Background: an optimization exercise with open tools, aiming at small area. Do not read the settings as production practice. Only simulation tests tie the RTL to the original design; equivalence was not proved.

==> build 87 <==
==> flow/design.v <==
package mips_pkg;
    localparam int REG_ADDR_W = 5;
    localparam int REG_DATA_W = 32;
    typedef logic [REG_ADDR_W-1:0] reg_addr_t;
    typedef logic [REG_DATA_W-1:0] word_t;
    localparam reg_addr_t REG_ZERO = 5'd0;
    localparam reg_addr_t REG_RA   = 5'd31;
endpackage
module mips_reg_read_port
#(
    parameter int DATA_W = mips_pkg::REG_DATA_W,
    parameter int N      = 31,
    parameter bit BYP    = 1'b1
) (
    input  logic [N-1:0]             sel,
    input  logic                     byp,
    input  logic [DATA_W-1:0]        wr_data,
    input  logic [N-1:0][DATA_W-1:0] words,
    output logic [DATA_W-1:0]        data
);
    for (genvar b = 0; b < DATA_W; b++) begin : g_bit
        localparam int M = BYP ? N + 1 : N;
        logic [M-1:0] s, d;
        for (genvar i = 0; i < N; i++) begin : g_in
            assign s[i] = sel[i];
            assign d[i] = words[i][b];
        end
        if (BYP) begin : g_byp
            assign s[N] = byp;
            assign d[N] = wr_data[b];
        end
        mips_reg_mux_bit #(.N(M)) u_bit (.s(s), .d(d), .y(data[b]));
    end
endmodule
module mips_reg_mux_bit
#(
    parameter int N = 32
) (
    input  logic [N-1:0] s,
    input  logic [N-1:0] d,
    output logic         y
);
    localparam int G3 = N / 3;
    localparam int R  = N - 3 * G3;
    localparam int G  = G3 + R;
    logic [G-1:0] yn;
    for (genvar g = 0; g < G3; g++) begin : g_grp
        mips_reg_aoi3 u_aoi (.s(s[3*g +: 3]), .d(d[3*g +: 3]), .yn(yn[g]));
    end
    for (genvar r = 0; r < R; r++) begin : g_rest
        assign yn[G3 + r] = ~(s[3*G3 + r] & d[3*G3 + r]);
    end
    mips_reg_nand_tree #(.N(G)) u_red (.a(yn), .y(y));
endmodule
module mips_reg_nand_tree
#(
    parameter int N = 11
) (
    input  logic [N-1:0] a,
    output logic         y
);
    assign y = ~&a;
endmodule
module mips_reg_aoi3 (
    input  logic [2:0] s,
    input  logic [2:0] d,
    output logic       yn
);
    assign yn = ~|(s & d);
endmodule
module mips_reg_file
#(
    parameter int DATA_W    = mips_pkg::REG_DATA_W,
    parameter int ADDR_W    = mips_pkg::REG_ADDR_W
) (
    input  logic              clk,
    input  logic              rst_n,
    input  logic              regWrite,
    input  logic [ADDR_W-1:0] writeReg,
    input  logic [DATA_W-1:0] writeData,
    input  logic [ADDR_W-1:0] readReg1,
    input  logic [ADDR_W-1:0] readReg2,
    output logic [DATA_W-1:0] readData1,
    output logic [DATA_W-1:0] readData2,
    input  logic [ADDR_W-1:0] dbgAddr,
    output logic [DATA_W-1:0] dbgData,
    output logic [15:0]       writeCount
);
    localparam int NUM_REGS = 2**ADDR_W;
    localparam int N        = NUM_REGS - 1;
    logic [N-1:0][DATA_W-1:0] mem;
    logic [N-1:0]             valid;
    logic [N-1:0]             we;
    logic                     commit;
    assign commit = regWrite && (writeReg != ADDR_W'(mips_pkg::REG_ZERO));
    logic [3:0] wlo_n, rlo1, rlo2, rlod;
    logic [7:0] whi_n, rhi1, rhi2, rhid;
    for (genvar k = 0; k < 4; k++) begin : g_lo
        assign wlo_n[k] = !(regWrite && (writeReg[1:0] == 2'(k)));
        assign rlo1[k]  = (readReg1[1:0] == 2'(k));
        assign rlo2[k]  = (readReg2[1:0] == 2'(k));
        assign rlod[k]  = (dbgAddr[1:0] == 2'(k));
    end
    for (genvar k = 0; k < 8; k++) begin : g_hi
        assign whi_n[k] = !(writeReg[4:2] == 3'(k));
        assign rhi1[k]  = (readReg1[4:2] == 3'(k));
        assign rhi2[k]  = (readReg2[4:2] == 3'(k));
        assign rhid[k]  = (dbgAddr[4:2] == 3'(k));
    end
    logic [N-1:0] wsel;
    for (genvar i = 0; i < N; i++) begin : g_we
        assign wsel[i] = !(wlo_n[(i + 1) % 4] || whi_n[(i + 1) / 4]);
        assign we[i]   = wsel[i];
    end
    always_ff @(posedge clk) begin
        for (int i = 0; i < N; i++) begin
            if (we[i]) mem[i] <= writeData;
        end
    end
    always_ff @(posedge clk or negedge rst_n) begin
        if (!rst_n) begin
            valid      <= '0;
            writeCount <= '0;
        end else begin
            for (int i = 0; i < N; i++) begin
                if (we[i]) valid[i] <= 1'b1;
            end
            if (commit) writeCount <= writeCount + 16'd1;
        end
    end
    logic [N-1:0] sel1, sel2, seld;
    logic         byp1, byp2;
    assign byp1 = rst_n && regWrite && (writeReg == readReg1) && (readReg1 != '0);
    assign byp2 = rst_n && regWrite && (writeReg == readReg2) && (readReg2 != '0);
    for (genvar i = 0; i < N; i++) begin : g_sel
        localparam int LO = (i + 1) % 4;
        localparam int HI = (i + 1) / 4;
        mips_reg_sel u_sel1 (
            .valid(valid[i]), .lo(rlo1[LO]), .hi(rhi1[HI]),
            .wlo_n(wlo_n[LO]), .whi_n(whi_n[HI]), .sel(sel1[i])
        );
        mips_reg_sel u_sel2 (
            .valid(valid[i]), .lo(rlo2[LO]), .hi(rhi2[HI]),
            .wlo_n(wlo_n[LO]), .whi_n(whi_n[HI]), .sel(sel2[i])
        );
        assign seld[i] = valid[i] && rlod[LO] && rhid[HI];
    end
    mips_reg_read_port #(.DATA_W(DATA_W), .N(N)) u_rd1 (
        .sel(sel1), .byp(byp1), .wr_data(writeData), .words(mem), .data(readData1)
    );
    mips_reg_read_port #(.DATA_W(DATA_W), .N(N)) u_rd2 (
        .sel(sel2), .byp(byp2), .wr_data(writeData), .words(mem), .data(readData2)
    );
    mips_reg_read_port #(.DATA_W(DATA_W), .N(N), .BYP(1'b0)) u_rdd (
        .sel(seld), .byp(1'b0), .wr_data(writeData), .words(mem), .data(dbgData)
    );
endmodule
module mips_reg_sel (
    input  logic valid,
    input  logic lo,
    input  logic hi,
    input  logic wlo_n,
    input  logic whi_n,
    output logic sel
);
    assign sel = valid && lo && hi && (wlo_n || whi_n);
endmodule
==> flow/flow/run.sh <==
#!/bin/bash
# The standard layout (standard.sh), with the ports buffered by buf_2 cells
# instead of the flow's default delay buffers. ORFS writes each step's log
# under orfs/logs; standard.sh's own output goes to standard.log.
set -euo pipefail
export BUFFER_PORTS_ARGS="-buffer_cell sky130_fd_sc_hd__buf_2"
bash standard.sh > standard.log 2>&1
==> flow/standard.sh <==
#!/bin/bash
# synth_recipe.tcl (not shown) runs the flow's synth.tcl, then flattens the netlist and writes it again
# the make line also repeats each setting of config.mk as NAME=value (left out here)
make -C /OpenROAD-flow-scripts/flow DESIGN_CONFIG=/design/flow/config.mk WORK_HOME=/design/flow/orfs CLKGATE_MAP_FILE= SYNTH_SCRIPT=/design/flow/synth_recipe.tcl "${@:-finish}"
==> flow/config.mk <==
export PLATFORM = sky130hd
export DESIGN_NAME = mips_reg_file
export DESIGN_NICKNAME = mips_reg_file
export VERILOG_FILES = /design/flow/design.v
export SDC_FILE = /design/flow/constraint.sdc
export NUM_CORES = 4
export LEC_CHECK = 0
export CAP_MARGIN = 10
export CELL_PAD_IN_SITES_DETAIL_PLACEMENT = 1
export CORE_MARGIN = 2
export CORE_UTILIZATION = 40
export CTS_BUF_LIST = sky130_fd_sc_hd__clkbuf_8
export CTS_CLUSTER_DIAMETER = 90
export CTS_CLUSTER_SIZE = 14
export PLACE_DENSITY = 0.58
export SETUP_SLACK_MARGIN = 0.2
export SLEW_MARGIN = 10
export SYNTH_HIERARCHICAL = 1
export SYNTH_MINIMUM_KEEP_SIZE = 0
==> flow/constraint.sdc <==
create_clock -name core_clock -period 6.0 [get_ports {clk}]
set_input_delay 1.2000 -clock core_clock [delete_from_list [all_inputs] [get_ports {clk}]]
set_output_delay 1.2000 -clock core_clock [all_outputs]
set_load 0.01 [all_outputs]
==> build 18 (differences from build 87) <==
--- a/flow/design.v
+++ b/flow/design.v
@@ -20,23 +20,22 @@
 );
     for (genvar b = 0; b < DATA_W; b++) begin : g_bit
-        localparam int M = BYP ? N + 1 : N;
-        logic [M-1:0] s, d;
+        logic [N-1:0] d;
         for (genvar i = 0; i < N; i++) begin : g_in
-            assign s[i] = sel[i];
             assign d[i] = words[i][b];
         end
-        if (BYP) begin : g_byp
-            assign s[N] = byp;
-            assign d[N] = wr_data[b];
-        end
-        mips_reg_mux_bit #(.N(M)) u_bit (.s(s), .d(d), .y(data[b]));
+        mips_reg_mux_bit #(.N(N), .BYP(BYP)) u_bit (
+            .s(sel), .d(d), .byp(byp), .wd(wr_data[b]), .y(data[b])
+        );
     end
 endmodule
 module mips_reg_mux_bit
 #(
-    parameter int N = 32
+    parameter int N   = 31,
+    parameter bit BYP = 1'b1
 ) (
     input  logic [N-1:0] s,
     input  logic [N-1:0] d,
+    input  logic         byp,
+    input  logic         wd,
     output logic         y
 );
@@ -45,4 +44,5 @@
     localparam int G  = G3 + R;
     logic [G-1:0] yn;
+    logic         rd;
     for (genvar g = 0; g < G3; g++) begin : g_grp
         mips_reg_aoi3 u_aoi (.s(s[3*g +: 3]), .d(d[3*g +: 3]), .yn(yn[g]));
@@ -51,14 +51,6 @@
         assign yn[G3 + r] = ~(s[3*G3 + r] & d[3*G3 + r]);
     end
-    mips_reg_nand_tree #(.N(G)) u_red (.a(yn), .y(y));
-endmodule
-module mips_reg_nand_tree
-#(
-    parameter int N = 11
-) (
-    input  logic [N-1:0] a,
-    output logic         y
-);
-    assign y = ~&a;
+    assign rd = ~&yn;
+    assign y  = (BYP && byp) ? wd : rd;
 endmodule
 module mips_reg_aoi3 (
@@ -94,22 +86,8 @@
     logic                     commit;
     assign commit = regWrite && (writeReg != ADDR_W'(mips_pkg::REG_ZERO));
-    logic [3:0] wlo_n, rlo1, rlo2, rlod;
-    logic [7:0] whi_n, rhi1, rhi2, rhid;
-    for (genvar k = 0; k < 4; k++) begin : g_lo
-        assign wlo_n[k] = !(regWrite && (writeReg[1:0] == 2'(k)));
-        assign rlo1[k]  = (readReg1[1:0] == 2'(k));
-        assign rlo2[k]  = (readReg2[1:0] == 2'(k));
-        assign rlod[k]  = (dbgAddr[1:0] == 2'(k));
-    end
-    for (genvar k = 0; k < 8; k++) begin : g_hi
-        assign whi_n[k] = !(writeReg[4:2] == 3'(k));
-        assign rhi1[k]  = (readReg1[4:2] == 3'(k));
-        assign rhi2[k]  = (readReg2[4:2] == 3'(k));
-        assign rhid[k]  = (dbgAddr[4:2] == 3'(k));
-    end
-    logic [N-1:0] wsel;
-    for (genvar i = 0; i < N; i++) begin : g_we
-        assign wsel[i] = !(wlo_n[(i + 1) % 4] || whi_n[(i + 1) / 4]);
-        assign we[i]   = wsel[i];
+    always_comb begin
+        for (int i = 0; i < N; i++) begin
+            we[i] = commit && (writeReg == ADDR_W'(i + 1));
+        end
     end
     always_ff @(posedge clk) begin
@@ -133,16 +111,10 @@
     assign byp1 = rst_n && regWrite && (writeReg == readReg1) && (readReg1 != '0);
     assign byp2 = rst_n && regWrite && (writeReg == readReg2) && (readReg2 != '0);
-    for (genvar i = 0; i < N; i++) begin : g_sel
-        localparam int LO = (i + 1) % 4;
-        localparam int HI = (i + 1) / 4;
-        mips_reg_sel u_sel1 (
-            .valid(valid[i]), .lo(rlo1[LO]), .hi(rhi1[HI]),
-            .wlo_n(wlo_n[LO]), .whi_n(whi_n[HI]), .sel(sel1[i])
-        );
-        mips_reg_sel u_sel2 (
-            .valid(valid[i]), .lo(rlo2[LO]), .hi(rhi2[HI]),
-            .wlo_n(wlo_n[LO]), .whi_n(whi_n[HI]), .sel(sel2[i])
-        );
-        assign seld[i] = valid[i] && rlod[LO] && rhid[HI];
+    always_comb begin
+        for (int i = 0; i < N; i++) begin
+            sel1[i] = valid[i] && (readReg1 == ADDR_W'(i + 1));
+            sel2[i] = valid[i] && (readReg2 == ADDR_W'(i + 1));
+            seld[i] = valid[i] && (dbgAddr == ADDR_W'(i + 1));
+        end
     end
     mips_reg_read_port #(.DATA_W(DATA_W), .N(N)) u_rd1 (
@@ -156,12 +128,2 @@
     );
 endmodule
-module mips_reg_sel (
-    input  logic valid,
-    input  logic lo,
-    input  logic hi,
-    input  logic wlo_n,
-    input  logic whi_n,
-    output logic sel
-);
-    assign sel = valid && lo && hi && (wlo_n || whi_n);
-endmodule
==> flow/config.mk (replaced) <==
export PLATFORM = sky130hd
export DESIGN_NAME = mips_reg_file
export DESIGN_NICKNAME = mips_reg_file
export VERILOG_FILES = /design/flow/design.v
export SDC_FILE = /design/flow/constraint.sdc
export NUM_CORES = 4
export LEC_CHECK = 0
export CAP_MARGIN = 20
export CELL_PAD_IN_SITES_DETAIL_PLACEMENT = 1
export CORE_MARGIN = 2
export CORE_UTILIZATION = 40
export CTS_BUF_LIST = sky130_fd_sc_hd__clkbuf_16
export CTS_CLUSTER_DIAMETER = 100
export CTS_CLUSTER_SIZE = 20
export PLACE_DENSITY = 0.5
export SETUP_SLACK_MARGIN = 0.1
export SLEW_MARGIN = 20
export SYNTH_HIERARCHICAL = 1
export SYNTH_MINIMUM_KEEP_SIZE = 0
==> run notes <==
syn nets=between 2,000 and 3,000; total number of vias=approximately 41,000; initial antenna violation count=8; # diodes=1; outcome=finished clean; critical path fanouts, max=28
That was build 18.
==> run notes <==
outcome=finished clean; syn nets=approximately 2,900; # diodes=11; total number of vias=42,600; critical path fanouts, max=23
That was build 87.

[afterwards: timing with drivers on the ports]
In the flow no input, the clock included, has a driving cell. The finished layouts below were timed again as built, in two steps. Step 1 (the two cells are an assumption about what drives the block):
set clk [get_ports {clk}]
set_driving_cell -lib_cell sky130_fd_sc_hd__clkbuf_16 $clk
set_driving_cell -lib_cell sky130_fd_sc_hd__buf_2 [delete_from_list [all_inputs] $clk]
Step 2 moves the port delays by t, midway between the first and last clock arrival at a register: inputs arrive t later, outputs are due t later. That takes back most of the time a late clock gives input paths. a / b / c = ideal / step 1 / step 2; a / b = the first two.
run | t (ns) | slack for setup (ns) | worst setup path at the end | cell pins on the clock port's net
build 87 | 0.871 | 0.184 / 0.152 / 0.152 | input to output | 1
build 18 | 0.792 | 0.033 / 0.004 / 0.004 | input to output | 1
After both steps every run listed still meets setup and hold. For build 87, which loses most, drivers alone change the setup slack by -0.032 ns; drivers and shift together by -0.032 ns.
